This is an optimization exercise on Yosys and OpenROAD, whose aim is a short achievable clock period and few clock cycles, not a production implementation. Function was checked by simulation only, so behaviour that the tests miss may differ from the original. Power and IR drop assume default switching activity.

$ cat run.sh
#!/bin/bash
# synth_recipe.tcl (not shown) runs the flow's synth.tcl, then flattens the netlist and writes it again
# the make line also repeats each setting of config.mk as NAME=value (left out here)
make -C /OpenROAD-flow-scripts/flow DESIGN_CONFIG=/design/flow/config.mk WORK_HOME=/design/flow/orfs CLKGATE_MAP_FILE= SYNTH_SCRIPT=/design/flow/synth_recipe.tcl finish
$ cat config.mk
export PLATFORM = sky130hd
export DESIGN_NAME = cpuTop
export DESIGN_NICKNAME = cpuTop
export VERILOG_FILES = /design/flow/design.v
export SDC_FILE = /design/flow/constraint.sdc
export NUM_CORES = 4
export LEC_CHECK = 0
export CAP_MARGIN = 20
export CORE_MARGIN = 2
export CORE_UTILIZATION = 40
export SLEW_MARGIN = 20
$ cat constraint.sdc
create_clock -name core_clock -period 11.0 [get_ports {clk}]
set_input_delay 2.2000 -clock core_clock [delete_from_list [all_inputs] [get_ports {clk}]]
set_output_delay 2.2000 -clock core_clock [all_outputs]
set_load 0.01 [all_outputs]
$ cat design.v
package isaPkg;
  typedef enum logic [3:0] {
    RTYPE  = 4'b0000,   
    ANDI   = 4'b0001,
    ORI    = 4'b0010,
    XORI   = 4'b0011,
    SCOND  = 4'b0100,   
    ADDI   = 4'b0101,
    JRA    = 4'b0110,   
    LOAD   = 4'b0111,
    RTYPE2 = 4'b1000,   
    SUBI   = 4'b1001,
    STR    = 4'b1010,
    CMPI   = 4'b1011,
    BCOND  = 4'b1100,
    J      = 4'b1101,
    MULTI  = 4'b1110,
    JAL    = 4'b1111
  } opCodeE;
  typedef enum logic [3:0] {
    AND  = 4'b0001,
    OR   = 4'b0010,
    XOR  = 4'b0011,
    NOT  = 4'b0100,
    ADD  = 4'b0101,
    ADDU = 4'b0110,   
    SUB  = 4'b1001,
    CMP  = 4'b1011,
    MULT = 4'b1110
  } functCodeE;
  parameter functCodeE LSH  = functCodeE'(4'b0100);   
  parameter functCodeE LSHI = functCodeE'(4'b0000);   
  parameter functCodeE ASH  = functCodeE'(4'b0110);
  parameter functCodeE ASHI = functCodeE'(4'b0011);   
  typedef enum logic [3:0] {
    EQ = 4'd0, NE = 4'd1, CS = 4'd2, CC = 4'd3, HI = 4'd4,
    LS = 4'd5, GT = 4'd6, LE = 4'd7, FS = 4'd8, FC = 4'd9,
    UC = 4'd14   
  } condCodeE;
  typedef struct packed {
    opCodeE     opCode;
    logic [3:0] rDest;   
    functCodeE  funct;
    logic [3:0] rSrc;
  } rFormT;
  typedef struct packed {
    opCodeE     opCode;
    logic [3:0] rDest;
    logic [7:0] imm;     
  } iFormT;
  typedef union packed {
    rFormT rView;
    iFormT iView;
  } instrWord;
endpackage
package ctrlPkg;
  typedef enum logic [2:0] {
    ALU_ADD  = 3'b000,
    ALU_SUB  = 3'b001,
    ALU_OR   = 3'b010,
    ALU_AND  = 3'b011,
    ALU_XOR  = 3'b100,
    ALU_NOT  = 3'b101,
    ALU_MULT = 3'b110,
    ALU_CMP  = 3'b111
  } aluOpE;
  typedef struct packed {
    logic  branch;       
    logic  jump;         
    logic  jumpRa;       
    logic  cfWrite;      
    logic  lznWrite;     
    logic  wbPsr;        
    logic  rtSrcReg;     
    logic  wbSrc;        
    logic  memSrc;       
    logic  shiftSrc;     
    logic  aluSrcB;      
    logic  regWriteEn;
    logic  raWrite;      
    logic  shiftType;    
    logic  memWrite;
    logic  enRam;        
    aluOpE aluOp;
  } ctrlSignals;
  typedef struct packed {
    logic c;   
    logic l;   
    logic f;   
    logic z;
    logic n;   
  } psrFlags;
endpackage
`timescale 1ns/10ps
module regFile (
  input  logic                          clk,
  input  logic                          reset,
  input  logic [$clog2(16)-1:0] rdAddrA,
  input  logic [$clog2(16)-1:0] rdAddrB,
  input  logic [$clog2(16)-1:0] wrAddr,
  input  logic                          wrEn,
  input  logic [16-1:0]        wrData,
  output logic [16-1:0]        rdA,
  output logic [16-1:0]        rdB,
  output logic [16-1:0]        rdLink   
);
  logic [16-1:0] regs [16];
  assign rdA = regs[rdAddrA];   
  assign rdB = regs[rdAddrB];
  assign rdLink = regs[15];
  always_ff @(posedge clk)
  begin
    if (reset)
    begin
      for (int i = 0; i < 16; i++)
        regs[i] <= '0;
    end
    else if (wrEn)
      regs[wrAddr] <= wrData;
  end
endmodule
`timescale 1ns/10ps
module shiftUnit (
  input  logic [16-1:0] src,      
  input  logic signed [4:0]      amount,   
  input  logic                   arith,    
  output logic [16-1:0] result
);
  logic [4:0] mag;   
  assign mag = -amount;
  always_comb
  begin
    if (!amount[4])
      result = src << amount[3:0];
    else if (arith)
      result = $signed(src) >>> mag;
    else
      result = src >> mag;   
  end
endmodule
`timescale 1ns/10ps
module cpuTop (
  input  logic                   clk,
  input  logic                   reset,
  input  logic [15:0]            instr,     
  input  logic [16-1:0] memRdata,
  output logic [16-1:0]   pc,
  output logic [16-1:0] memAddr,
  output logic [16-1:0] memWdata,
  output logic                   memWrite,
  output logic                   memEn
);
  localparam int S_ADD = 0, S_SUB = 1, S_AND = 2, S_OR = 3, S_XOR = 4, S_NOT = 5,
                 S_MUL = 6, S_SHF = 7, S_LD = 8, S_SCD = 9, S_PASS = 10, NSEL = 11;
  logic [3:0]  op, rd, fn, rs;
  logic [15:0] simm;
  assign op   = instr[15:12];
  assign rd   = instr[11:8];
  assign fn   = instr[7:4];
  assign rs   = instr[3:0];
  assign simm = {{8{instr[7]}}, instr[7:0]};
  logic [NSEL-1:0] dSel;
  logic        dWen, dCf, dLzn, dLoad, dStore, dArith, dRegB, dUseA, dUseB;
  logic        dBranch, dJump, dJal, dJra;
  always_comb
  begin
    dSel    = '0;
    dWen    = 1'b0;
    dCf     = 1'b0;
    dLzn    = 1'b0;
    dLoad   = 1'b0;
    dStore  = 1'b0;
    dArith  = 1'b0;
    dRegB   = 1'b0;   
    dUseA   = 1'b0;
    dUseB   = 1'b0;
    dBranch = 1'b0;
    dJump   = 1'b0;
    dJal    = 1'b0;
    dJra    = 1'b0;
    case (op)
      4'd0:   
      begin
        dRegB = 1'b1;
        dUseA = 1'b1;
        dUseB = 1'b1;
        dWen  = 1'b1;
        case (fn)
          4'd1:  dSel[S_AND] = 1'b1;
          4'd2:  dSel[S_OR]  = 1'b1;
          4'd3:  dSel[S_XOR] = 1'b1;
          4'd4:  dSel[S_NOT] = 1'b1;
          4'd6:  dSel[S_ADD] = 1'b1;
          4'd9:  begin dSel[S_SUB] = 1'b1; dCf = 1'b1; end
          4'd11: begin dWen = 1'b0; dLzn = 1'b1; end
          4'd14: dSel[S_MUL] = 1'b1;
          default: begin dSel[S_ADD] = 1'b1; dCf = 1'b1; end
        endcase
      end
      4'd1:  begin dSel[S_AND] = 1'b1; dWen = 1'b1; dUseA = 1'b1; end
      4'd2:  begin dSel[S_OR]  = 1'b1; dWen = 1'b1; dUseA = 1'b1; end
      4'd3:  begin dSel[S_XOR] = 1'b1; dWen = 1'b1; dUseA = 1'b1; end
      4'd4:  begin dSel[S_SCD] = 1'b1; dWen = 1'b1; end
      4'd5:  begin dSel[S_ADD] = 1'b1; dWen = 1'b1; dUseA = 1'b1; dCf = 1'b1; end
      4'd6:  dJra = 1'b1;
      4'd7:  begin dSel[S_LD] = 1'b1; dWen = 1'b1; dLoad = 1'b1; dRegB = 1'b1; dUseB = 1'b1; end
      4'd8:   
      begin
        dSel[S_SHF] = 1'b1;
        dWen   = 1'b1;
        dUseA  = 1'b1;
        dRegB  = (fn[3:2] != 2'b00);   
        dUseB  = (fn[3:2] != 2'b00);
        dArith = (fn == 4'b0110) || (fn[3:1] == 3'b001);
      end
      4'd9:  begin dSel[S_SUB] = 1'b1; dWen = 1'b1; dUseA = 1'b1; dCf = 1'b1; end
      4'd10: begin dStore = 1'b1; dRegB = 1'b1; dUseA = 1'b1; dUseB = 1'b1; end
      4'd11: begin dLzn = 1'b1; dUseA = 1'b1; end
      4'd12: dBranch = 1'b1;
      4'd13: begin dJump = 1'b1; end
      4'd14: begin dSel[S_MUL] = 1'b1; dWen = 1'b1; dUseA = 1'b1; end
      4'd15: begin dJump = 1'b1; dJal = 1'b1; dSel[S_PASS] = 1'b1; dWen = 1'b1; end
      default: ;
    endcase
  end
  logic [15:0] rA, rB, r15;
  logic        wEn;
  logic [3:0]  wAddr;
  logic [15:0] wData;
  regFile u_regs (
    .clk(clk), .reset(reset),
    .rdAddrA(rd), .rdAddrB(rs),
    .wrAddr(wAddr), .wrEn(wEn), .wrData(wData),
    .rdA(rA), .rdB(rB), .rdLink(r15)
  );
  logic [NSEL-1:0] xSel;
  logic        xWen, xCf, xLzn, xLoad, xStore, xArith;
  logic        xFwdA, xFwdB;
  logic [3:0]  xDst, xCond;
  logic [15:0] xA, xB;        
  logic [15:0] lastRes;       
  logic [4:0]  flags;         
  logic        fC, fL, fF, fZ, fN;
  assign {fC, fL, fF, fZ, fN} = flags;
  logic [15:0] opA, opB;
  assign opA = xFwdA ? lastRes : xA;
  assign opB = xFwdB ? lastRes : xB;
  logic [16:0] sum, diff;
  logic [15:0] prod, shf;
  logic        nC, nF, nZ, nL, nN;
  logic        xSub;
  assign sum  = {1'b0, opA} + {1'b0, opB};
  assign diff = {1'b0, opA} - {1'b0, opB};
  assign prod = opA * opB;
  assign xSub = xSel[S_SUB];
  shiftUnit u_shift (.src(opA), .amount(opB[4:0]), .arith(xArith), .result(shf));
  assign nC = xSub ? diff[16] : sum[16];
  assign nF = xSub ? ((opA[15] != opB[15]) && (diff[15] != opA[15]))
                   : ((opA[15] == opB[15]) && (sum[15] != opA[15]));
  assign nZ = (opA == opB);
  assign nL = diff[16];                          
  assign nN = ($signed(opB) > $signed(opA));
  function automatic logic condOf(input logic [3:0] k, input logic c, input logic l,
                                  input logic f, input logic z, input logic n);
    case (k)
      4'd0:  condOf = z;
      4'd1:  condOf = !z;
      4'd2:  condOf = c;
      4'd3:  condOf = !c;
      4'd4:  condOf = l;
      4'd5:  condOf = !l;
      4'd6:  condOf = n;
      4'd7:  condOf = !n;
      4'd8:  condOf = f;
      4'd9:  condOf = !f;
      4'd14: condOf = 1'b1;
      default: condOf = 1'b0;
    endcase
  endfunction
  logic        xCondTrue;
  assign xCondTrue = condOf(xCond, fC, fL, fF, fZ, fN);
  logic [15:0] fastRes, xRes;
  always_comb
  begin
    fastRes = '0;
    if (xSel[S_ADD])  fastRes = fastRes | sum[15:0];
    if (xSel[S_SUB])  fastRes = fastRes | diff[15:0];
    if (xSel[S_AND])  fastRes = fastRes | (opA & opB);
    if (xSel[S_OR])   fastRes = fastRes | (opA | opB);
    if (xSel[S_XOR])  fastRes = fastRes | (opA ^ opB);
    if (xSel[S_NOT])  fastRes = fastRes | ~opB;
    if (xSel[S_SHF])  fastRes = fastRes | shf;
    if (xSel[S_LD])   fastRes = fastRes | memRdata;
    if (xSel[S_SCD])  fastRes = fastRes | {15'b0, xCondTrue};
    if (xSel[S_PASS]) fastRes = fastRes | xA;   
  end
  assign xRes = xSel[S_MUL] ? prod : fastRes;
  assign wEn   = xWen && !reset;
  assign wAddr = xDst;
  assign wData = xRes;
  assign memAddr  = opB;
  assign memWdata = opA;
  assign memEn    = (xLoad || xStore) && !reset;
  assign memWrite = xStore && !reset;
  logic eC, eL, eF, eZ, eN, dCondTrue;
  assign eC = xCf  ? nC : fC;
  assign eF = xCf  ? nF : fF;
  assign eL = xLzn ? nL : fL;
  assign eZ = xLzn ? nZ : fZ;
  assign eN = xLzn ? nN : fN;
  assign dCondTrue = condOf(rd, eC, eL, eF, eZ, eN);
  logic        hitB, hitL, stall;
  logic [15:0] jTarget, rTarget, pcNext, pcInc;
  assign hitB  = xWen && (xDst == rs);
  assign hitL  = xWen && (xDst == 4'd15);
  assign stall = xSel[S_MUL] && ((dJump && hitB) || (dJra && hitL));
  assign jTarget = hitB ? fastRes : rB;
  assign rTarget = hitL ? fastRes : r15;
  assign pcInc   = pc + 16'd1;
  always_comb
  begin
    if (dBranch && dCondTrue)
      pcNext = pc + simm;
    else if (dJump)
      pcNext = jTarget;
    else if (dJra)
      pcNext = rTarget;
    else
      pcNext = pcInc;
  end
  always_ff @(posedge clk)
  begin
    if (reset)
      pc <= '0;
    else if (!stall)
      pc <= pcNext;
  end
  always_ff @(posedge clk)
  begin
    if (reset)
    begin
      xSel   <= '0;
      xWen   <= 1'b0;
      xCf    <= 1'b0;
      xLzn   <= 1'b0;
      xLoad  <= 1'b0;
      xStore <= 1'b0;
      xFwdA  <= 1'b0;
      xFwdB  <= 1'b0;
    end
    else if (stall)
    begin   
      xSel   <= '0;
      xWen   <= 1'b0;
      xCf    <= 1'b0;
      xLzn   <= 1'b0;
      xLoad  <= 1'b0;
      xStore <= 1'b0;
      xFwdA  <= 1'b0;
      xFwdB  <= 1'b0;
    end
    else
    begin
      xSel   <= dSel;
      xWen   <= dWen;
      xCf    <= dCf;
      xLzn   <= dLzn;
      xLoad  <= dLoad;
      xStore <= dStore;
      xFwdA  <= dUseA && xWen && (xDst == rd);
      xFwdB  <= dUseB && hitB;
    end
  end
  always_ff @(posedge clk)
  begin
    xArith  <= dArith;
    xDst    <= dJal ? 4'd15 : rd;
    xCond   <= rd;
    xA      <= dJal ? pcInc : rA;
    xB      <= dRegB ? rB : simm;
    lastRes <= xRes;
  end
  always_ff @(posedge clk)
  begin
    if (reset)
      flags <= '0;
    else
    begin
      if (xCf)
      begin
        flags[4] <= nC;
        flags[2] <= nF;
      end
      if (xLzn)
      begin
        flags[3] <= nL;
        flags[1] <= nZ;
        flags[0] <= nN;
      end
    end
  end
endmodule
==> impl_metrics.py, run 1 <==
metrics = {
    "run_status": {
        "status": "complete, no violations",
    },
    "drt": {
        "ant_nets": 0,
        "wl_per_cell_um": 28.7,
        "vias": 22744,
        "dr.first_iter.drc_count": 2814,
        "route.detailed.drc": 0,
        "routed_via_density": 6.37,
        "routed_wl_um": 102000,
        "first_pass_iters": 6,
    },
    "critical_path": {
        "cpMostUsedCell": "inv_1",
        "max_stage_delay_ps": 770,
        "path_class": "reg -> reg",
        "crit_path_end_kind": "flip-flop",
        "crit_chain": "buf_4, mux2i_1, clkinv_1, ha_1, inv_1, fa_1, inv_1, fa_1, inv_1, fa_1, inv_1, ha_1, fa_1, inv_1, fa_1, inv_1, ha_1, and2_1, o21ai_0, o21ai_0, o41ai_1, xor2_1, mux2_4, nor2_1",
        "cp.arrival_ps": 7770,
        "critPathSlowestCell": "mux2i_1",
        "crit_fanout": 22,
        "crit_required_ps": 11250,
        "cp_top_family": "adder cells",
        "cp-start-kind": "flip-flop",
        "cp.buffers_inverters": 8,
    },
    "synth": {
        "synth_area_mm2": 0.0271,
        "avgSynthCellArea_um2": 10.2,
        "ys.flop_type": "edfxtp_1",
        "synth_nets": 2898,
        "synth_edf_count": 256,
        "ys_types": 104,
        "synthArstFlopShare": 0,
        "yosysWarnings": 3,
        "ys_ff_latch": 351,
        "syn-instance-count": 2649,
        "seq_area_frac_synth": 0.353,
    },
    "finish": {
        "stdcell_area_mm2": 0.0301,
        "diodes": 0,
        "nets": 2921,
        "area_growth_syn_to_layout_pct": 10.7,
        "post-route-util": 0.448,
        "drive_gt1_frac": 0.148,
        "fillCellCount": 6295,
    },
    "die": {
        "start_util": 0.404,
        "fp.dieArea_mm2": 0.0699,
        "row_count": 95,
        "io_pins": 84,
        "core_mm2": 0.0672,
        "die_w_um": 264,
        "die_h_um": 264,
    },
    "placed_design": {
        "finalWeightedCongestion": 1.00,
        "dpl-instance-area_mm2": 0.0288,
        "numPortBuffers": 83,
        "dpl.hpwl_um": 72500,
    },
    "timing": {
        "hold_viol": 0,
        "max_slew_margin": 0.147,
        "fmax_mhz": 133,
        "worst_pin_slew_ps": 1270,
        "post-route-min-period_ps": 7520,
        "finalSetupTns_ps": 0,
        "finalMaxSlewViolations": 0,
        "holdWs_ps": 589,
        "setup_violations": 0,
        "rsz0062_at_grt": "no",
        "fin_skew_ps": 37.2,
        "min_period_over_period": 0.684,
    },
    "min_path": {
        "hold_class": "reg -> reg",
    },
    "clocking": {
        "cts-resized-gates": 0,
        "cts_tree": "done",
        "clk_latency_ps": 560,
        "clockBufferDepth": 3,
        "clk_pin_slew_worst_paths_ps": 60,
        "hold_buffers": 0,
        "htree_levels": 2,
        "cts.sinks": 351,
        "root_buffer": "clkbuf_16",
        "numCtsBuffers": 39,
        "postCtsSetupRepairBufs": 0,
    },
    "grt": {
        "first_global_vias": 22642,
        "grt.total_usage": 0.290,
        "grt_pass1_wl_um": 150000,
        "overflow": 0,
        "antenna_found_initial": 3,
        "grt_max_degree": 67,
    },
    "pwr": {
        "p_leak_nw": 11.5,
        "power.total_w": 0.00534,
        "powerDensity_mw_per_mm2": 178,
        "vdd_drop_max_mv": 0.180,
    },
    "job": {
        "drv_cap": 0,
    },
}
tightest hold or removal path: stages, from the launching register on:
cell	delay [ps]
dfxtp_1	360
nand3_1	100
a211oi_1	70
registers in the layout (all words and copies together) (netlist names):
name	cells
xCf	1
u_regs.regs	256
xStore	1
xSel	11
lastRes	16
flags	5
xA	16
xLzn	1
xB	16
xCond	4
xDst	4
xFwdB	1
xArith	1
pc	16
xFwdA	1
xWen	1
Yosys cell counts (11+ instances only):
cell	count	share of area
a22oi_1	13	0.0036
buf_1	24	0.0033
nor2b_1	13	0.0030
a221oi_1	18	0.0058
clkbuf_1	96	0.013
mux2i_1	47	0.017
nor3_1	41	0.0076
nand4_1	15	0.0035
or3_1	14	0.0032
nand3_1	47	0.0087
o31ai_1	12	0.0033
a21oi_1	102	0.019
o21ai_0	101	0.019
mux2i_4	11	0.0091
xnor2_1	63	0.020
buf_2	37	0.0068
mux4_2	170	0.14
nand2b_1	17	0.0039
edfxtp_1	256	0.28
a211oi_1	27	0.0075
nand2_1	239	0.033
nor2_2	11	0.0025
fa_1	83	0.061
and3_1	12	0.0028
o21bai_1	14	0.0039
a31oi_1	15	0.0035
inv_1	208	0.029
dfxtp_1	95	0.070
nor2_1	438	0.061
xor2_1	25	0.0081
ha_1	132	0.061
o211ai_1	18	0.0050
a21o_1	13	0.0036
cells by family after synthesis:
kind of cell / Yosys count / share of synthesized area
AOI/OAI and AO/OA: 464 / 0.120
xor gates and xnor gates: 88 / 0.0284
buffers and inverters: 398 / 0.0606
muxes: 244 / 0.175
DFF: 351 / 0.353
and+or+nand+nor: 889 / 0.140
adders and majority gates: 215 / 0.122
layer usage:
| metal | routed length [um] | up-vias | global-route usage |
|---|---|---|---|
| met5 | 13 | - | 0 |
| met4 | 5300 | 2 | 0.138 |
| met3 | 9770 | 313 | 0.0427 |
| met2 | 48800 | 1466 | 0.483 |
| met1 | 38600 | 11374 | 0.372 |
| li1 | - | 9589 | - |
cells in the final DEF (no fill, tap or decap), drive strengths merged, types with 8 or more instances in the layout:
cell,instances
clkinv,23
o21bai,14
nor2b,13
edfxtp,256
nor4,11
nand2b,17
a221oi,19
o22ai,8
a21oi,105
and3,12
o31ai,14
mux4,170
a221o,9
nand3,47
buf,80
xnor2,63
a21o,13
nand2,239
clkdlybuf4s50,77
nor2,449
a31oi,15
ha,132
o211ai,19
nand4,16
a311oi,8
nor3,42
a22oi,13
o21ai,112
mux2,8
a222oi,9
fa,83
xor2,25
clkbuf,48
or3,14
mux2i,66
inv,217
a211oi,30
dfxtp,95
and2,9
final cells by class:
cell class                      instances  area [um2]  share of cell area
Clock buffer                           48        1060              0.0354
Timing Repair Buffer                  157        1360              0.0454
Tap cell                              873        1090              0.0363
Inverter                              223         840              0.0279
Sequential cell                       351        9590               0.319
Clock inverter                         21         168             0.00558
Multi-Input combinational cell       1900       15900               0.530
metrics by stage:
step           worst slack [ps]  cells
6_report                   3480   3573
5_1_grt                    2990   3573
4_1_cts                    3500   3573
3_5_place_dp               3540   3504
3_3_place_gp               3740   3504
2_1_floorplan              4660   2649
power breakdown:
part / switching (W) / internal, W
Sequential: 0.0000755 / 0.00150
Combinational: 0.00154 / 0.000942
Clock: 0.000547 / 0.000735
path summary, 6_finish.rpt:
| check | slack (ps) | depth (start not counted) | endpoint | from |
|---|---|---|---|---|
| max reg2reg | 3480 | 24 | u_regs.regs[12][14] | xFwdB |
| min reg2reg | 590 | 2 | xFwdA | xWen |
| max | 3480 | 24 | u_regs.regs[12][14] | xFwdB |
| min | 590 | 2 | xFwdA | xWen |
Testbench counts, summed over its fixed seeds: cycles 104,566.
==> run 2: changes to the inputs <==
--- a/design.v
+++ b/design.v
@@ -252,5 +252,17 @@
   assign sum  = {1'b0, opA} + {1'b0, opB};
   assign diff = {1'b0, opA} - {1'b0, opB};
-  assign prod = opA * opB;
+  logic        xMul2;         
+  logic [15:0] pp0;
+  logic [11:0] pp1;
+  logic [7:0]  pp2;
+  logic [3:0]  pp3;
+  always_ff @(posedge clk)
+  begin
+    pp0 <= opA * opB[3:0];
+    pp1 <= opA[11:0] * opB[7:4];
+    pp2 <= opA[7:0] * opB[11:8];
+    pp3 <= opA[3:0] * opB[15:12];
+  end
+  assign prod = pp0 + {pp1, 4'b0} + {pp2, 8'b0} + {pp3, 12'b0};
   assign xSub = xSel[S_SUB];
   shiftUnit u_shift (.src(opA), .amount(opB[4:0]), .arith(xArith), .result(shf));
@@ -296,5 +308,5 @@
   end
   assign xRes = xSel[S_MUL] ? prod : fastRes;
-  assign wEn   = xWen && !reset;
+  assign wEn   = xWen && !(xSel[S_MUL] && !xMul2) && !reset;
   assign wAddr = xDst;
   assign wData = xRes;
@@ -314,7 +326,7 @@
   assign hitB  = xWen && (xDst == rs);
   assign hitL  = xWen && (xDst == 4'd15);
-  assign stall = xSel[S_MUL] && ((dJump && hitB) || (dJra && hitL));
-  assign jTarget = hitB ? fastRes : rB;
-  assign rTarget = hitL ? fastRes : r15;
+  assign stall = xSel[S_MUL] && !xMul2;   
+  assign jTarget = hitB ? xRes : rB;
+  assign rTarget = hitL ? xRes : r15;
   assign pcInc   = pc + 16'd1;
   always_comb
@@ -351,12 +363,4 @@
     else if (stall)
     begin   
-      xSel   <= '0;
-      xWen   <= 1'b0;
-      xCf    <= 1'b0;
-      xLzn   <= 1'b0;
-      xLoad  <= 1'b0;
-      xStore <= 1'b0;
-      xFwdA  <= 1'b0;
-      xFwdB  <= 1'b0;
     end
     else
@@ -374,9 +378,19 @@
   always_ff @(posedge clk)
   begin
-    xArith  <= dArith;
-    xDst    <= dJal ? 4'd15 : rd;
-    xCond   <= rd;
-    xA      <= dJal ? pcInc : rA;
-    xB      <= dRegB ? rB : simm;
+    if (reset)
+      xMul2 <= 1'b0;
+    else
+      xMul2 <= stall;
+  end
+  always_ff @(posedge clk)
+  begin
+    if (!stall)
+    begin
+      xArith <= dArith;
+      xDst   <= dJal ? 4'd15 : rd;
+      xCond  <= rd;
+      xA     <= dJal ? pcInc : rA;
+      xB     <= dRegB ? rB : simm;
+    end
     lastRes <= xRes;
   end
--- a/config.mk
+++ b/config.mk
@@ -6,6 +6,8 @@
 export NUM_CORES = 4
 export LEC_CHECK = 0
+export ABC_CLOCK_PERIOD_IN_PS = 4000
 export CAP_MARGIN = 20
 export CORE_MARGIN = 2
 export CORE_UTILIZATION = 40
+export SETUP_SLACK_MARGIN = 5
 export SLEW_MARGIN = 20
==> impl_metrics.py, run 2 <==
metrics = {
    "run_status": {
        "status": "complete, no violations",
    },
    "clocking": {
        "clockBufferDepth": 3,
        "numCtsBuffers": 46,
        "hold_buffers": 0,
        "cts_tree": "done",
        "root_buffer": "clkbuf_16",
        "clk_pin_slew_worst_paths_ps": 60,
        "htree_levels": 2,
        "clk_latency_ps": 630,
        "cts.sinks": 392,
    },
    "finish": {
        "area_growth_syn_to_layout_pct": 10.9,
        "seq_area_mm2": 0.0108,
        "diodes": 0,
        "final_cell_mix": "nor2_1, edfxtp_1, nand2_1",
        "nets": 2985,
        "multiInputGateArea_mm2": 0.0165,
        "stdcell_count": 3729,
        "final_common_cell": "nor2_1",
        "largest_register_ffs": 256,
        "drive_gt1_frac": 0.139,
        "fillCellCount": 6703,
        "largest-register": "u_regs.regs",
    },
    "critical_path": {
        "cp-start-kind": "primary input",
        "crit_fanout": 50,
        "crit_path_end_kind": "output port",
        "cp-startpoint": "reset",
        "r2r_cells": 12,
        "cp.arrival_ps": 3400,
        "path_class": "in -> out",
        "critical_path.endpoint": "memEn",
        "r2r_start": "xFwdB",
        "r2r-end": "u_regs.regs[13][7]",
        "crit_required_ps": 8800,
        "r2r_slack_ps": 5470,
    },
    "placed_design": {
        "dpl.hpwl_um": 81400,
        "dp.cells": 3643,
        "pre_cts_ws_ps": 4910,
        "numPortBuffers": 83,
        "finalWeightedCongestion": 1.03,
    },
    "synth": {
        "synth_area_mm2": 0.0287,
        "syn-instance-count": 2747,
        "synth_area_leaders": "edfxtp_1, mux4_2, dfxtp_1",
        "ys.flop_type": "edfxtp_1",
        "synth_top_area_frac": 0.311,
        "yosysMostFrequentCell": "nor2_1",
        "synthArstFlopShare": 0,
        "synthDominantAreaCellType": "edfxtp_1",
        "ys_ff_latch": 392,
        "ys_types": 94,
        "yosysWarnings": 3,
        "synth_nets": 2991,
        "synth_edf_count": 297,
        "seq_area_frac_synth": 0.377,
        "avgSynthCellArea_um2": 10.4,
        "synth_top_cells_by_count": "nor2_1, edfxtp_1, nand2_1",
    },
    "drt": {
        "first_pass_iters": 7,
        "ant_nets": 0,
        "route.detailed.drc": 0,
        "dr.first_iter.drc_count": 2501,
        "routed_wl_um": 110000,
        "wl_per_cell_um": 29.5,
        "vias": 23240,
        "routed_via_density": 6.23,
    },
    "timing": {
        "setup_violations": 0,
        "finalSetupTns_ps": 0,
        "fmax_mhz": 179,
        "min_period_over_period": 0.509,
        "worst_pin_slew_ps": 1140,
        "hold_viol": 0,
        "fin_skew_ps": 57.4,
        "finalMaxSlewViolations": 0,
        "rsz0062_at_grt": "no",
        "max_slew_margin": 0.236,
        "post-route-min-period_ps": 5600,
        "worst_slack_ps": 5400,
    },
    "min_path": {
        "hold_start": "xSel[3]",
        "hold_class": "reg -> reg",
    },
    "die": {
        "start_util": 0.403,
        "row_count": 98,
        "die_h_um": 272,
        "fp.dieArea_mm2": 0.0739,
        "io_pins": 84,
        "core_mm2": 0.0712,
        "die_w_um": 272,
    },
    "grt": {
        "first_global_vias": 23004,
        "grt_pass1_wl_um": 159000,
        "grt.total_usage": 0.295,
        "grt_max_degree": 66,
        "overflow": 0,
        "antenna_found_initial": 1,
    },
    "pwr": {
        "p_leak_nw": 11.9,
        "vdd_drop_max_mv": 0.214,
        "powerDensity_mw_per_mm2": 188,
    },
    "job": {
        "drv_cap": 0,
    },
}
==> run 2: kinds of logic (layout without fill, tap and decap cells) <==
kind of cell / Yosys count / after routing / share of synthesized area
simple gates: 928 / 928 / 0.140
fa+ha+maj: 210 / 210 / 0.108
compound gates: 504 / 504 / 0.120
mux: 241 / 241 / 0.164
buf+inv: 345 / 377 / 0.0517
flops: 392 / 392 / 0.377
xor+xnor: 127 / 127 / 0.0395
==> run 2: worst min-delay path by stage <==
| stage | cells past startpoint | slack (ps) | to |
|---|---|---|---|
| 2_1_floorplan | 2 | 430 | xSel[9] |
| 3_3_place_gp | 2 | 440 | xSel[3] |
| 3_5_place_dp | 2 | 450 | xSel[3] |
| 4_1_cts | 2 | 450 | xSel[3] |
| 5_1_grt | 2 | 490 | xSel[3] |
| 6_report | 2 | 450 | xSel[3] |
==> run 2: layout make-up <==
type,count,share of cell area
Multi-Input combinational cell,2010,0.518
Sequential cell,392,0.340
Timing Repair Buffer,136,0.0381
Tap cell,950,0.0374
Clock buffer,55,0.0372
Inverter,155,0.0184
Clock inverter,31,0.0106
==> run 2: stage by stage <==
stage	cell area, um2	hold slack (ps)	power (W)	util
after global placement	30300	444	0.00438	0.425
after global routing	31800	494	0.00623	0.447
after detailed placement	30300	445	0.00440	0.425
after floorplan	28700	432	0.00343	-
after CTS	31800	453	0.00596	0.446
final	31800	455	0.00597	0.447
==> run 2: per-layer routing <==
metal | part of all wire | vias to the layer above | global-route usage | routed length [um]
li1 | - | 9982 | - | -
met1 | 0.37 | 11576 | 0.364 | 40800
met2 | 0.48 | 1372 | 0.487 | 52300
met3 | 0.086 | 308 | 0.0496 | 9490
met4 | 0.068 | 2 | 0.175 | 7450
met5 | 0.000073 | - | 0 | 8
==> run 2: worst max-delay path, cell delays in order <==
cell and delay (ps):
buf_2 70, buf_4 480, nor2_1 110, clkdlybuf4s50_1 500
==> run 2: report_power, final <==
part | internal [W] | total, W | switching [W]
sequential | 0.00174 | 0.00186 | 0.000123
clock | 0.000875 | 0.00155 | 0.000675
combinational | 0.000893 | 0.00256 | 0.00167
==> run 2: what timing repair did <==
action                     4_1_cts  5_1_grt
setup buffers                    0        0
setup endpoints to repair        0        7
gates resized for setup          0        3
Testbench counts of run 2, summed over its fixed seeds: cycles 109,049.
==> run 3: changes to the inputs <==
==> flow/run.sh (new file) <==
#!/bin/bash
set -euo pipefail
cd "$(dirname "$0")/.."
bash standard.sh \
  "BUFFER_PORTS_ARGS=-buffer_cell sky130_fd_sc_hd__buf_4" \
  SETUP_SLACK_MARGIN=6.5 \
  MATCH_CELL_FOOTPRINT=0 \
  finish > flow_make.log 2>&1
==> standard.sh (new file) <==
#!/bin/bash
# synth_recipe.tcl (not shown) runs the flow's synth.tcl, then flattens the netlist and writes it again
# the make line also repeats each setting of config.mk as NAME=value (left out here)
make -C /OpenROAD-flow-scripts/flow DESIGN_CONFIG=/design/flow/config.mk WORK_HOME=/design/flow/orfs CLKGATE_MAP_FILE= SYNTH_SCRIPT=/design/flow/synth_recipe.tcl "${@:-finish}"
removed: run.sh
==> impl_metrics.py, run 3 <==
metrics = {
    "synth": {
        "syn-instance-count": 2747,
        "synthArstFlopShare": 0,
        "synth_area_leaders": "edfxtp_1, mux4_2, dfxtp_1",
        "yosysMostFrequentCell": "nor2_1",
        "ys_types": 94,
        "ys_ff_latch": 392,
        "avgSynthCellArea_um2": 10.4,
        "ys.flop_type": "edfxtp_1",
        "seq_area_frac_synth": 0.377,
        "yosysWarnings": 3,
        "synth_area_mm2": 0.0287,
        "synth_top_area_frac": 0.311,
        "synthDominantAreaCellType": "edfxtp_1",
        "synth_top_cells_by_count": "nor2_1, edfxtp_1, nand2_1",
        "synth_nets": 2991,
        "synth_edf_count": 297,
    },
    "drt": {
        "dr.first_iter.drc_count": 2809,
        "vias": 24019,
        "routed_via_density": 6.33,
        "wl_per_cell_um": 30.3,
        "routed_wl_um": 115000,
        "first_pass_iters": 5,
        "ant_nets": 0,
        "route.detailed.drc": 0,
    },
    "timing": {
        "setup_violations": 0,
        "max_slew_margin": 0.289,
        "hold_viol": 0,
        "post-route-min-period_ps": 4720,
        "rsz0062_at_grt": "yes",
        "finalSetupTns_ps": 0,
        "fmax_mhz": 212,
        "finalMaxSlewViolations": 0,
        "worst_pin_slew_ps": 1050,
        "fin_skew_ps": 48.7,
        "min_period_over_period": 0.429,
    },
    "grt": {
        "first_global_vias": 23410,
        "grt-busiest-layer": "met2",
        "overflow": 0,
        "grt_pass1_wl_um": 165000,
        "grtUsageMet1": 0.389,
        "antenna_found_initial": 4,
        "grt_util_met2": 0.497,
        "grt_max_degree": 69,
        "met3_usage": 0.0471,
        "grt.total_usage": 0.306,
    },
    "clocking": {
        "clk_pin_slew_worst_paths_ps": 60,
        "hold_buffers": 0,
        "root_buffer": "clkbuf_16",
        "clockBufferDepth": 3,
        "cts_tree": "done",
        "numCtsBuffers": 45,
        "cts.sinks": 392,
        "htree_levels": 2,
        "clk_latency_ps": 630,
    },
    "die": {
        "core_mm2": 0.0712,
        "row_count": 98,
        "die_w_um": 272,
        "start_util": 0.403,
        "io_pins": 84,
        "die_h_um": 272,
        "fp.dieArea_mm2": 0.0739,
    },
    "finish": {
        "nets": 3051,
        "final_common_cell": "nor2_1",
        "stdcell_count": 3792,
        "largest-register": "u_regs.regs",
        "area_growth_syn_to_layout_pct": 15.0,
        "diodes": 0,
        "drive_gt1_frac": 0.218,
        "post-route-util": 0.463,
        "largest_register_ffs": 256,
        "final_cell_mix": "nor2_1, edfxtp_1, nand2_1",
        "fillCellCount": 6659,
    },
    "critical_path": {
        "crit_path_end_kind": "output port",
        "crit_required_ps": 8800,
        "max_stage_delay_ps": 120,
        "crit_fanout": 4,
        "cp_top_family": "buffers and inverters",
        "path_class": "in -> out",
        "critPathSlowestCell": "buf_16",
        "cp.buffers_inverters": 2,
        "cp.arrival_ps": 2520,
        "cp-start-kind": "primary input",
        "crit_chain": "buf_16, nor2b_4, buf_6",
    },
    "pwr": {
        "p_leak_nw": 12.6,
        "powerDensity_mw_per_mm2": 188,
        "power.total_w": 0.00622,
        "vdd_drop_max_mv": 0.253,
    },
    "placed_design": {
        "finalWeightedCongestion": 1.05,
        "dpl.hpwl_um": 82300,
        "numPortBuffers": 83,
        "dp.cells": 3645,
    },
    "job": {
        "drv_cap": 0,
    },
    "run_status": {
        "status": "complete, no violations",
    },
    "min_path": {
        "hold_class": "reg -> reg",
    },
}
run 3: cell types whose count changed in the layout (fill, tap and decap cells not counted), sizes merged:
cell / change
bufinv: +5
clkinvlp: +4
clkdlybuf4s50: -78
inv: +1
clkbuf: -1
clkinv: -7
buf: +139
run 3: path summary, 6_finish.rpt:
check	startpoint	end	slack [ps]	depth (start not counted)
setup reg to reg	xFwdB	pc[6]	6530	16
setup / recovery	reset	memWrite	6280	3
hold reg to reg	xSel[3]	xSel[3]	450	2
hold / removal	xSel[3]	xSel[3]	450	2
run 3: power breakdown:
group / leakage [nW] / internal, W / switching, W / total, W
clock network: 0.773 / 0.000974 / 0.000690 / 0.00166
registers: 3.88 / 0.00174 / 0.000133 / 0.00187
logic: 7.96 / 0.000966 / 0.00172 / 0.00268
total: 12.6 / 0.00368 / 0.00254 / 0.00622
run 3: cell type report:
cell class / count / area, um2 / share of cell area
multi-input combinational: 2010 / 16900 / 0.512
sequential: 392 / 10800 / 0.328
timing repair buffer: 203 / 1850 / 0.0562
tap: 950 / 1190 / 0.0360
clock buffer: 48 / 1140 / 0.0345
inverter: 155 / 628 / 0.0190
clock inverter: 34 / 480 / 0.0146
run 3: layer usage:
layer,wire [um],vias up
met4,8210,6
met1,43300,12075
met5,42,-
li1,-,10125
met3,10200,347
met2,53300,1466
run 3: timing repair:
item | CTS | global route
pin swaps | 4 | 10
endpoints found under the setup margin | 590 | 272
setup buffers | 32 | 27
gates cloned | 4 | 2
gates resized for setup | 96 | 83
run 3: stage by stage:
stage	hold slack [ps]	instance area (um2)	setup slack (ps)
floorplan	432	28800	6270
global placement	444	30100	4930
detailed placement	446	30100	4790
CTS	452	32400	6250
global route	491	33000	6260
finish	452	33000	6280
run 3: logic make-up after synthesis:
| logic type | Yosys count | synth area share |
|---|---|---|
| flip-flops | 392 | 0.377 |
| XOR/XNOR | 127 | 0.0395 |
| AO/OA/AOI/OAI | 504 | 0.120 |
| buffers and inverters | 345 | 0.0517 |
| AND/OR/NAND/NOR | 928 | 0.140 |
| multiplexers | 241 | 0.164 |
| adder cells (fa/ha/maj) | 210 | 0.108 |
run 3: worst register-to-register path, cell delays in order, from the launching register on:
cell        delay (ps)
dfxtp_4            400
buf_12             170
buf_12             130
mux2i_4            360
clkinvlp_4         290
ha_1               390
a211oi_2           310
o21bai_1           160
a21oi_2            230
a31oi_2            200
o21a_1             240
o311ai_1           260
o2bb2ai_1          180
o311ai_2           210
or2_2              380
mux2i_1            140
a311oi_1           320
==> run 4: changes to the inputs <==
--- a/design.v
+++ b/design.v
@@ -101,4 +101,7 @@
   input  logic                          wrEn,
   input  logic [16-1:0]        wrData,
+  input  logic [$clog2(16)-1:0] wrAddr2,
+  input  logic                          wrEn2,
+  input  logic [16-1:0]        wrData2,
   output logic [16-1:0]        rdA,
   output logic [16-1:0]        rdB,
@@ -106,6 +109,6 @@
 );
   logic [16-1:0] regs [16];
-  assign rdA = regs[rdAddrA];   
-  assign rdB = regs[rdAddrB];
+  assign rdA    = regs[rdAddrA];   
+  assign rdB    = regs[rdAddrB];
   assign rdLink = regs[15];
   always_ff @(posedge clk)
@@ -116,6 +119,12 @@
         regs[i] <= '0;
     end
-    else if (wrEn)
-      regs[wrAddr] <= wrData;
+    else
+    begin
+      for (int i = 0; i < 16; i++)
+        if (wrEn && wrAddr == i[$clog2(16)-1:0])
+          regs[i] <= wrData;
+        else if (wrEn2 && wrAddr2 == i[$clog2(16)-1:0])
+          regs[i] <= wrData2;
+    end
   end
 endmodule
@@ -218,5 +227,5 @@
       4'd11: begin dLzn = 1'b1; dUseA = 1'b1; end
       4'd12: dBranch = 1'b1;
-      4'd13: begin dJump = 1'b1; end
+      4'd13: dJump = 1'b1;
       4'd14: begin dSel[S_MUL] = 1'b1; dWen = 1'b1; dUseA = 1'b1; end
       4'd15: begin dJump = 1'b1; dJal = 1'b1; dSel[S_PASS] = 1'b1; dWen = 1'b1; end
@@ -225,45 +234,36 @@
   end
   logic [15:0] rA, rB, r15;
-  logic        wEn;
-  logic [3:0]  wAddr;
-  logic [15:0] wData;
+  logic        wEn, mwEn;
+  logic [15:0] xRes, prod;
+  logic [NSEL-1:0] xSel;
+  logic        xWen, xCf, xLzn, xLoad, xStore, xArith;
+  logic [1:0]  xFwdA, xFwdB;   
+  logic [3:0]  xDst, xCond;
+  logic [15:0] xA, xB;         
+  logic [15:0] lastRes;        
+  logic        mV;             
+  logic [3:0]  mDst;
+  logic [15:0] mulRes;         
   regFile u_regs (
     .clk(clk), .reset(reset),
     .rdAddrA(rd), .rdAddrB(rs),
-    .wrAddr(wAddr), .wrEn(wEn), .wrData(wData),
+    .wrAddr(xDst), .wrEn(wEn), .wrData(xRes),
+    .wrAddr2(mDst), .wrEn2(mwEn), .wrData2(prod),
     .rdA(rA), .rdB(rB), .rdLink(r15)
   );
-  logic [NSEL-1:0] xSel;
-  logic        xWen, xCf, xLzn, xLoad, xStore, xArith;
-  logic        xFwdA, xFwdB;
-  logic [3:0]  xDst, xCond;
-  logic [15:0] xA, xB;        
-  logic [15:0] lastRes;       
   logic [4:0]  flags;         
   logic        fC, fL, fF, fZ, fN;
   assign {fC, fL, fF, fZ, fN} = flags;
   logic [15:0] opA, opB;
-  assign opA = xFwdA ? lastRes : xA;
-  assign opB = xFwdB ? lastRes : xB;
+  assign opA = xFwdA[0] ? lastRes : xFwdA[1] ? mulRes : xA;
+  assign opB = xFwdB[0] ? lastRes : xFwdB[1] ? mulRes : xB;
   logic [16:0] sum, diff;
-  logic [15:0] prod, shf;
+  logic [15:0] shf;
   logic        nC, nF, nZ, nL, nN;
-  logic        xSub;
+  logic        xSub, xMul;
   assign sum  = {1'b0, opA} + {1'b0, opB};
   assign diff = {1'b0, opA} - {1'b0, opB};
-  logic        xMul2;         
-  logic [15:0] pp0;
-  logic [11:0] pp1;
-  logic [7:0]  pp2;
-  logic [3:0]  pp3;
-  always_ff @(posedge clk)
-  begin
-    pp0 <= opA * opB[3:0];
-    pp1 <= opA[11:0] * opB[7:4];
-    pp2 <= opA[7:0] * opB[11:8];
-    pp3 <= opA[3:0] * opB[15:12];
-  end
-  assign prod = pp0 + {pp1, 4'b0} + {pp2, 8'b0} + {pp3, 12'b0};
   assign xSub = xSel[S_SUB];
+  assign xMul = xSel[S_MUL];
   shiftUnit u_shift (.src(opA), .amount(opB[4:0]), .arith(xArith), .result(shf));
   assign nC = xSub ? diff[16] : sum[16];
@@ -291,28 +291,37 @@
   endfunction
   logic        xCondTrue;
-  assign xCondTrue = condOf(xCond, fC, fL, fF, fZ, fN);
-  logic [15:0] fastRes, xRes;
+  assign xCondTrue = condOf(xCond, fC, fL, fF, fZ, fN);   
   always_comb
   begin
-    fastRes = '0;
-    if (xSel[S_ADD])  fastRes = fastRes | sum[15:0];
-    if (xSel[S_SUB])  fastRes = fastRes | diff[15:0];
-    if (xSel[S_AND])  fastRes = fastRes | (opA & opB);
-    if (xSel[S_OR])   fastRes = fastRes | (opA | opB);
-    if (xSel[S_XOR])  fastRes = fastRes | (opA ^ opB);
-    if (xSel[S_NOT])  fastRes = fastRes | ~opB;
-    if (xSel[S_SHF])  fastRes = fastRes | shf;
-    if (xSel[S_LD])   fastRes = fastRes | memRdata;
-    if (xSel[S_SCD])  fastRes = fastRes | {15'b0, xCondTrue};
-    if (xSel[S_PASS]) fastRes = fastRes | xA;   
+    xRes = '0;
+    if (xSel[S_ADD])  xRes = xRes | sum[15:0];
+    if (xSel[S_SUB])  xRes = xRes | diff[15:0];
+    if (xSel[S_AND])  xRes = xRes | (opA & opB);
+    if (xSel[S_OR])   xRes = xRes | (opA | opB);
+    if (xSel[S_XOR])  xRes = xRes | (opA ^ opB);
+    if (xSel[S_NOT])  xRes = xRes | ~opB;
+    if (xSel[S_SHF])  xRes = xRes | shf;
+    if (xSel[S_LD])   xRes = xRes | memRdata;
+    if (xSel[S_SCD])  xRes = xRes | {15'b0, xCondTrue};
+    if (xSel[S_PASS]) xRes = xRes | xA;   
   end
-  assign xRes = xSel[S_MUL] ? prod : fastRes;
-  assign wEn   = xWen && !(xSel[S_MUL] && !xMul2) && !reset;
-  assign wAddr = xDst;
-  assign wData = xRes;
+  assign wEn = xWen && !xMul && !reset;
   assign memAddr  = opB;
   assign memWdata = opA;
   assign memEn    = (xLoad || xStore) && !reset;
   assign memWrite = xStore && !reset;
+  logic [15:0] pp0;
+  logic [11:0] pp1;
+  logic [7:0]  pp2;
+  logic [3:0]  pp3;
+  always_ff @(posedge clk)
+  begin
+    pp0 <= opA * opB[3:0];
+    pp1 <= opA[11:0] * opB[7:4];
+    pp2 <= opA[7:0] * opB[11:8];
+    pp3 <= opA[3:0] * opB[15:12];
+  end
+  assign prod = pp0 + {pp1, 4'b0} + {pp2, 8'b0} + {pp3, 12'b0};
+  assign mwEn = mV && !(xWen && !xMul && (xDst == mDst)) && !reset;
   logic eC, eL, eF, eZ, eN, dCondTrue;
   assign eC = xCf  ? nC : fC;
@@ -322,11 +331,15 @@
   assign eN = xLzn ? nN : fN;
   assign dCondTrue = condOf(rd, eC, eL, eF, eZ, eN);
-  logic        hitB, hitL, stall;
+  logic        xwA, xwB, xwL, mwA, mwB, mwL, stall;
   logic [15:0] jTarget, rTarget, pcNext, pcInc;
-  assign hitB  = xWen && (xDst == rs);
-  assign hitL  = xWen && (xDst == 4'd15);
-  assign stall = xSel[S_MUL] && !xMul2;   
-  assign jTarget = hitB ? xRes : rB;
-  assign rTarget = hitL ? xRes : r15;
+  assign xwA = xWen && (xDst == rd);
+  assign xwB = xWen && (xDst == rs);
+  assign xwL = xWen && (xDst == 4'd15);
+  assign mwA = mV && (mDst == rd);
+  assign mwB = mV && (mDst == rs);
+  assign mwL = mV && (mDst == 4'd15);
+  assign stall = xMul && ((dUseA && xwA) || ((dUseB || dJump) && xwB) || (dJra && xwL));
+  assign jTarget = xwB ? xRes : mwB ? prod : rB;
+  assign rTarget = xwL ? xRes : mwL ? prod : r15;
   assign pcInc   = pc + 16'd1;
   always_comb
@@ -350,6 +363,6 @@
   always_ff @(posedge clk)
   begin
-    if (reset)
-    begin
+    if (reset || stall)
+    begin   
       xSel   <= '0;
       xWen   <= 1'b0;
@@ -358,9 +371,6 @@
       xLoad  <= 1'b0;
       xStore <= 1'b0;
-      xFwdA  <= 1'b0;
-      xFwdB  <= 1'b0;
-    end
-    else if (stall)
-    begin   
+      xFwdA  <= '0;
+      xFwdB  <= '0;
     end
     else
@@ -372,6 +382,6 @@
       xLoad  <= dLoad;
       xStore <= dStore;
-      xFwdA  <= dUseA && xWen && (xDst == rd);
-      xFwdB  <= dUseB && hitB;
+      xFwdA  <= {dUseA && mwA && !xwA, dUseA && xwA};
+      xFwdB  <= {dUseB && mwB && !xwB, dUseB && xwB};
     end
   end
@@ -379,19 +389,18 @@
   begin
     if (reset)
-      xMul2 <= 1'b0;
+      mV <= 1'b0;
     else
-      xMul2 <= stall;
+      mV <= xMul;
   end
   always_ff @(posedge clk)
   begin
-    if (!stall)
-    begin
-      xArith <= dArith;
-      xDst   <= dJal ? 4'd15 : rd;
-      xCond  <= rd;
-      xA     <= dJal ? pcInc : rA;
-      xB     <= dRegB ? rB : simm;
-    end
+    xArith  <= dArith;
+    xDst    <= dJal ? 4'd15 : rd;
+    xCond   <= rd;
+    xA      <= dJal ? pcInc : rA;
+    xB      <= dRegB ? rB : simm;
     lastRes <= xRes;
+    mDst    <= xDst;
+    mulRes  <= prod;
   end
   always_ff @(posedge clk)
==> impl_metrics.py, run 4 <==
metrics = {
    "critical_path": {
        "crit_path_end_kind": "flip-flop",
        "max_stage_delay_ps": 430,
        "crit_fanout": 7,
        "crit_chain": "clkbuf_16, mux2i_1, o21a_1, buf_12, clkinvlp_4, ha_4, fa_2, a21oi_4, o2111ai_4, a21o_1, a311o_1, a221oi_2, a2111oi_2, a311oi_2, a31oi_4, buf_6, clkbuf_16, buf_8, a211oi_1, o32ai_1",
        "cpMostUsedCell": "clkbuf_16",
        "path_class": "reg -> reg",
        "crit_required_ps": 11500,
        "cp-start-kind": "flip-flop",
        "cp.arrival_ps": 5240,
        "critPathSlowestCell": "a311o_1",
    },
    "drt": {
        "routed_wl_um": 155000,
        "first_pass_iters": 10,
        "ant_nets": 0,
        "dr.first_iter.drc_count": 5804,
        "routed_via_density": 6.97,
        "wl_per_cell_um": 32.1,
        "vias": 33587,
        "route.detailed.drc": 0,
    },
    "finish": {
        "fillCellCount": 7175,
        "final_common_cell": "nand2_1",
        "largest-register": "u_regs.regs",
        "final_cell_mix": "nand2_1, dfxtp_1, a22oi_1",
        "seq_area_mm2": 0.00830,
        "largest_register_ffs": 256,
        "nets": 4070,
        "drive_gt1_frac": 0.183,
        "area_growth_syn_to_layout_pct": 20.5,
        "multiInputGateArea_mm2": 0.0207,
        "stdcell_area_mm2": 0.0358,
    },
    "synth": {
        "syn-instance-count": 3733,
        "synth_area_leaders": "dfxtp_1, a22oi_1, a21oi_1",
        "avgSynthCellArea_um2": 7.96,
        "yosysWarnings": 4,
        "synth_nets": 3982,
        "synthDominantAreaCellType": "dfxtp_1",
        "synth_area_mm2": 0.0297,
        "synthArstFlopShare": 0,
        "synth_top_area_frac": 0.279,
        "seq_area_frac_synth": 0.279,
        "synth_edf_count": 0,
        "synth_top_cells_by_count": "nand2_1, dfxtp_1, a21oi_1",
        "ys_ff_latch": 414,
        "yosysMostFrequentCell": "nand2_1",
        "ys.flop_type": "dfxtp_1",
        "ys_types": 98,
    },
    "pwr": {
        "powerDensity_mw_per_mm2": 134,
        "power.total_w": 0.00478,
        "vdd_drop_max_mv": 0.118,
        "p_leak_nw": 13.4,
    },
    "die": {
        "io_pins": 84,
        "core_mm2": 0.0732,
        "die_h_um": 276,
        "start_util": 0.406,
        "fp.dieArea_mm2": 0.0764,
        "die_w_um": 276,
        "row_count": 99,
    },
    "timing": {
        "post-route-min-period_ps": 4740,
        "hold_viol": 0,
        "fmax_mhz": 211,
        "min_period_over_period": 0.431,
        "fin_skew_ps": 38.4,
        "worst_pin_slew_ps": 1100,
        "finalMaxSlewViolations": 0,
        "rsz0062_at_grt": "yes",
        "holdWs_ps": 483,
        "setup_violations": 0,
        "max_slew_margin": 0.264,
        "finalSetupTns_ps": 0,
    },
    "grt": {
        "overflow": 0,
        "grt.total_usage": 0.384,
        "met3_usage": 0.129,
        "grt-busiest-layer": "met2",
        "grt_util_met2": 0.563,
        "antenna_found_initial": 8,
        "grt_max_degree": 89,
        "grtUsageMet1": 0.470,
        "grt_pass1_wl_um": 218000,
        "first_global_vias": 31203,
    },
    "clocking": {
        "hold_buffers": 0,
        "clk_latency_ps": 650,
        "htree_levels": 2,
        "root_buffer": "clkbuf_16",
        "clockBufferDepth": 3,
        "clk_pin_slew_worst_paths_ps": 60,
        "cts_tree": "done",
        "numCtsBuffers": 48,
        "cts.sinks": 414,
    },
    "placed_design": {
        "dpl.hpwl_um": 99100,
        "dpl-instance-area_mm2": 0.0315,
        "finalWeightedCongestion": 1.03,
        "numPortBuffers": 83,
    },
    "min_path": {
        "hold_class": "reg -> reg",
    },
    "job": {
        "drv_cap": 0,
    },
    "run_status": {
        "status": "complete, no violations",
    },
}
-- run 4: cell types whose count changed after synthesis, sizes merged, moves of 19 or more --
cell    delta
a21oi    +268
nor2     -207
nand4     +23
nor3      +19
mux2i     +31
a221oi    +32
a22o      +35
mux4     -156
clkbuf   +140
edfxtp   -297
nand2    +248
dfxtp    +319
a22oi    +369
-- run 4: cells by family (layout without fill, tap and decap cells) --
logic type,after synthesis,count (layout),synth area share
muxes,128,129,0.0488
other,0,5,0
adders and majority gates,215,215,0.107
AOI/OAI and AO/OA,1320,1320,0.305
buffers and inverters,463,583,0.0618
xor gates and xnor gates,121,122,0.0369
DFF,414,414,0.279
and+or+nand+nor,1072,1072,0.161
-- run 4: path summary, 6_finish.rpt --
check        slack [ps]  startpoint  cells past startpoint       to
min                 480     xDst[0]                      0  mDst[0]
max reg2reg        6260    xFwdA[1]                     20    pc[3]
max                6260    xFwdA[1]                     20    pc[3]
min reg2reg         480     xDst[0]                      0  mDst[0]
-- run 4: repair_timing --
item                       4_1_cts  5_1_grt
setup endpoints to repair      357       97
gates resized for setup        176      106
pin swaps                       26       49
setup buffers                   81       48
gates cloned                    13        4
-- run 4: metrics by stage --
step                      utilization  instances  setup WS (ps)
after floorplan                     -       3733           6130
after global placement          0.430       4584           4830
after detailed placement        0.430       4584           4780
after CTS                       0.476       4762           6270
after global routing            0.489       4815           6250
final                           0.489       4819           6260
-- run 4: cell type report --
type,instances,area share
inverters,150,0.0188
flip-flops and latches,414,0.232
well taps,959,0.0335
clock buffers,69,0.0388
diodes,5,0.000350
repair buffers,348,0.0896
repair inverters,1,0.000315
clock inverters,15,0.00731
multi-input cells,2858,0.579
-- run 4: power by group --
group | internal, W | switching (W)
Sequential | 0.00157 | 0.0000804
Clock | 0.00102 | 0.000712
Combinational | 0.000458 | 0.000943
Total | 0.00305 | 0.00173
-- run 4: worst max-delay path: cells and delay by family (launching register included) --
family	cells	cell delay [ps]
buffers and inverters	6	910
DFF	1	390
AOI/OAI and AO/OA	11	2520
muxes	1	180
adders and majority gates	2	590
-- run 4: layer usage --
| metal | part of all wire | wire length [um] |
|---|---|---|
| met5 | 0.00079 | 123 |
| met4 | 0.085 | 13200 |
| met2 | 0.41 | 63700 |
| met1 | 0.37 | 56600 |
| met3 | 0.14 | 21200 |
Testbench counts of run 4, summed over its fixed seeds: cycles 104,901.
==> run 5: changes to the inputs <==
--- a/design.v
+++ b/design.v
@@ -238,11 +238,8 @@
   logic [NSEL-1:0] xSel;
   logic        xWen, xCf, xLzn, xLoad, xStore, xArith;
-  logic [1:0]  xFwdA, xFwdB;   
   logic [3:0]  xDst, xCond;
   logic [15:0] xA, xB;         
-  logic [15:0] lastRes;        
   logic        mV;             
   logic [3:0]  mDst;
-  logic [15:0] mulRes;         
   regFile u_regs (
     .clk(clk), .reset(reset),
@@ -256,6 +253,6 @@
   assign {fC, fL, fF, fZ, fN} = flags;
   logic [15:0] opA, opB;
-  assign opA = xFwdA[0] ? lastRes : xFwdA[1] ? mulRes : xA;
-  assign opB = xFwdB[0] ? lastRes : xFwdB[1] ? mulRes : xB;
+  assign opA = xA;
+  assign opB = xB;
   logic [16:0] sum, diff;
   logic [15:0] shf;
@@ -332,5 +329,5 @@
   assign dCondTrue = condOf(rd, eC, eL, eF, eZ, eN);
   logic        xwA, xwB, xwL, mwA, mwB, mwL, stall;
-  logic [15:0] jTarget, rTarget, pcNext, pcInc;
+  logic [15:0] aVal, bVal, lVal, pcNext, pcInc, pcBr, pcSeq;
   assign xwA = xWen && (xDst == rd);
   assign xwB = xWen && (xDst == rs);
@@ -340,18 +337,19 @@
   assign mwL = mV && (mDst == 4'd15);
   assign stall = xMul && ((dUseA && xwA) || ((dUseB || dJump) && xwB) || (dJra && xwL));
-  assign jTarget = xwB ? xRes : mwB ? prod : rB;
-  assign rTarget = xwL ? xRes : mwL ? prod : r15;
-  assign pcInc   = pc + 16'd1;
+  assign aVal  = xwA ? xRes : mwA ? prod : rA;
+  assign bVal  = xwB ? xRes : mwB ? prod : rB;
+  assign lVal  = xwL ? xRes : mwL ? prod : r15;
+  assign pcInc = pc + 16'd1;
+  assign pcBr  = pc + simm;
   always_comb
   begin
-    if (dBranch && dCondTrue)
-      pcNext = pc + simm;
-    else if (dJump)
-      pcNext = jTarget;
+    if (dJump)
+      pcSeq = bVal;
     else if (dJra)
-      pcNext = rTarget;
+      pcSeq = lVal;
     else
-      pcNext = pcInc;
+      pcSeq = pcInc;
   end
+  assign pcNext = (dBranch && dCondTrue) ? pcBr : pcSeq;
   always_ff @(posedge clk)
   begin
@@ -371,6 +369,4 @@
       xLoad  <= 1'b0;
       xStore <= 1'b0;
-      xFwdA  <= '0;
-      xFwdB  <= '0;
     end
     else
@@ -382,6 +378,4 @@
       xLoad  <= dLoad;
       xStore <= dStore;
-      xFwdA  <= {dUseA && mwA && !xwA, dUseA && xwA};
-      xFwdB  <= {dUseB && mwB && !xwB, dUseB && xwB};
     end
   end
@@ -398,9 +392,7 @@
     xDst    <= dJal ? 4'd15 : rd;
     xCond   <= rd;
-    xA      <= dJal ? pcInc : rA;
-    xB      <= dRegB ? rB : simm;
-    lastRes <= xRes;
+    xA      <= dJal ? pcInc : aVal;
+    xB      <= dRegB ? bVal : simm;
     mDst    <= xDst;
-    mulRes  <= prod;
   end
   always_ff @(posedge clk)
==> impl_metrics.py, run 5 <==
metrics = {
    "clocking": {
        "clk_pin_slew_worst_paths_ps": 60,
        "numCtsBuffers": 44,
        "cts.sinks": 378,
        "htree_levels": 2,
        "clk_latency_ps": 630,
        "clockBufferDepth": 3,
        "root_buffer": "clkbuf_16",
        "cts_tree": "done",
    },
    "synth": {
        "synth_area_mm2": 0.0287,
        "synthArstFlopShare": 0,
        "synth_top_area_frac": 0.263,
        "synth_nets": 3971,
        "synth_area_leaders": "dfxtp_1, a22oi_1, a21oi_1",
        "synth_top_cells_by_count": "nand2_1, a21oi_1, dfxtp_1",
        "ys_types": 80,
        "ys.flop_type": "dfxtp_1",
        "yosysWarnings": 4,
        "synthDominantAreaCellType": "dfxtp_1",
        "syn-instance-count": 3722,
        "avgSynthCellArea_um2": 7.72,
        "synth_edf_count": 0,
        "yosysMostFrequentCell": "nand2_1",
        "seq_area_frac_synth": 0.263,
        "ys_ff_latch": 378,
    },
    "grt": {
        "overflow": 0,
        "first_global_vias": 29578,
        "grt.total_usage": 0.368,
        "antenna_found_initial": 7,
        "grt_max_degree": 91,
        "grt_pass1_wl_um": 204000,
    },
    "drt": {
        "route.detailed.drc": 0,
        "vias": 32024,
        "wl_per_cell_um": 30.4,
        "routed_via_density": 6.83,
        "ant_nets": 0,
        "dr.first_iter.drc_count": 5350,
        "first_pass_iters": 9,
        "routed_wl_um": 143000,
    },
    "critical_path": {
        "r2r_start": "xB[2]",
        "path_class": "in -> out",
        "r2r_cells": 19,
        "cp-startpoint": "reset",
        "critical_path.endpoint": "memWrite",
        "crit_path_end_kind": "output port",
        "crit_required_ps": 8800,
        "r2r-end": "pp0[15]",
        "cp.arrival_ps": 2530,
        "r2r_slack_ps": 6530,
        "cp-start-kind": "primary input",
        "crit_fanout": 4,
    },
    "die": {
        "core_mm2": 0.0714,
        "die_w_um": 272,
        "start_util": 0.403,
        "fp.dieArea_mm2": 0.0740,
        "row_count": 98,
        "die_h_um": 272,
        "io_pins": 84,
    },
    "run_status": {
        "status": "complete, no violations",
    },
    "pwr": {
        "powerDensity_mw_per_mm2": 140,
        "p_leak_nw": 12.2,
        "vdd_drop_max_mv": 0.137,
    },
    "finish": {
        "largest-register": "u_regs.regs",
        "nets": 3947,
        "final_cell_mix": "nand2_1, a21oi_1, a22oi_1",
        "post-route-util": 0.465,
        "final_common_cell": "nand2_1",
        "area_growth_syn_to_layout_pct": 15.6,
        "drive_gt1_frac": 0.140,
        "largest_register_ffs": 256,
        "stdcell_area_mm2": 0.0332,
    },
    "placed_design": {
        "dpl.hpwl_um": 96500,
        "numPortBuffers": 83,
        "pre_cts_ws_ps": 5080,
        "dpl-instance-area_mm2": 0.0306,
        "finalWeightedCongestion": 1.02,
    },
    "timing": {
        "max_slew_margin": 0.226,
        "rsz0062_at_grt": "yes",
        "setup_violations": 0,
        "post-route-min-period_ps": 4730,
        "fmax_mhz": 211,
        "finalSetupTns_ps": 0,
        "finalMaxSlewViolations": 0,
        "worst_pin_slew_ps": 1160,
        "min_period_over_period": 0.430,
        "hold_viol": 0,
        "worst_slack_ps": 6270,
        "fin_skew_ps": 80.3,
    },
    "min_path": {
        "hold_class": "reg -> reg",
    },
    "job": {
        "drv_cap": 0,
    },
}
==> run 5: repair_timing <==
action / in CTS / in global routing
hold endpoints to repair: 0 / 0
hold buffers: 0 / 0
resized for setup: 84 / 86
gates cloned: 5 / 2
buffers inserted: 14 / 21
pin swaps: 5 / 3
endpoints found under the setup margin: 157 / 57
==> run 5: critical path: stages <==
cell and delay, ps:
buf_16 120, nor2b_4 100, buf_6 100
==> run 5: how the worst min path moves through the flow <==
stage                                   from            endpoint  slack [ps]  depth (start not counted)
after floorplan                      xDst[0]             mDst[0]         330                          0
after global placement    u_regs.regs[10][3]  u_regs.regs[10][3]         500                          2
after detailed placement  u_regs.regs[10][3]  u_regs.regs[10][3]         500                          2
after CTS                 u_regs.regs[10][3]  u_regs.regs[10][3]         510                          2
after global routing      u_regs.regs[11][3]  u_regs.regs[11][3]         520                          2
final                     u_regs.regs[10][3]  u_regs.regs[10][3]         520                          2
==> run 5: metrics by stage <==
stage | instances | hold WS [ps] | power, W
after floorplan | 3722 | 329 | 0.00233
after global placement | 4560 | 503 | 0.00290
after detailed placement | 4560 | 503 | 0.00289
after CTS | 4660 | 510 | 0.00455
after global routing | 4683 | 524 | 0.00476
final | 4686 | 515 | 0.00464
==> run 5: final cells by class <==
type | instances | area [um2]
Tap cell | 950 | 1190
Fill cell | 7220 | 38200
Sequential cell | 378 | 7610
Clock buffer | 60 | 1250
Inverter | 140 | 571
Antenna cell | 3 | 7.51
Timing Repair Buffer | 250 | 2140
Multi-Input combinational cell | 2884 | 20100
Clock inverter | 21 | 355
==> run 5: per-layer routing <==
layer,routed length (um),track usage
met1,54300,0.475
met2,60100,0.553
met3,17700,0.0918
met4,10500,0.224
met5,109,0.0103
==> run 5: power breakdown <==
| part | total (W) | switching, W | internal, W |
|---|---|---|---|
| logic | 0.00148 | 0.00102 | 0.000465 |
| registers | 0.00151 | 0.0000932 | 0.00142 |
| clock network | 0.00164 | 0.000651 | 0.000992 |
| total | 0.00464 | 0.00176 | 0.00288 |
==> run 5: kinds of logic (layout without fill, tap and decap cells) <==
| group | Yosys count | in the layout | synth area share |
|---|---|---|---|
| other cells | 0 | 3 | 0 |
| fa+ha+maj | 215 | 215 | 0.110 |
| buf+inv | 462 | 471 | 0.0615 |
| flops | 378 | 378 | 0.263 |
| mux | 113 | 113 | 0.0462 |
| simple gates | 1115 | 1115 | 0.174 |
| compound gates | 1311 | 1313 | 0.306 |
| xor+xnor | 128 | 128 | 0.0390 |
Testbench counts of run 5, summed over its fixed seeds: cycles 104,901.

[static timing again, ports no longer ideal]
Ports are ideal in the flow. The routed layouts listed here were re-timed in OpenROAD.
Step 1, drivers: a clkbuf_16 drives clk and a buf_2 each remaining input, both assumed.
Step 2, shift: input delay + t, output delay - t, t = (earliest + latest rising clock arrival at the registers) / 2. This alone moves slack from input paths to output paths.
Slacks: ideal / step 1 / step 2; pairs: ideal / step 1.
run | t (ns) | setup slack, ns | hold slack, ns
run 1 | 0.599 | 3.476 / 3.476 / 3.476 | 0.589 / 0.589 / 0.589
run 2 | 0.661 | 5.404 / 5.382 / 4.890 | 0.455 / 0.455 / 0.455
run 3 | 0.667 | 6.280 / 6.102 / 5.700 | 0.452 / 0.452 / 0.452
run 4 | 0.694 | 6.261 / 5.984 / 5.633 | 0.483 / 0.483 / 0.483
run 5 | 0.655 | 6.271 / 6.003 / 5.780 | 0.515 / 0.515 / 0.515
After both steps every run listed still meets setup and hold. For run 4, which loses most, drivers alone change the setup slack by -0.277 ns; drivers and shift together by -0.628 ns.
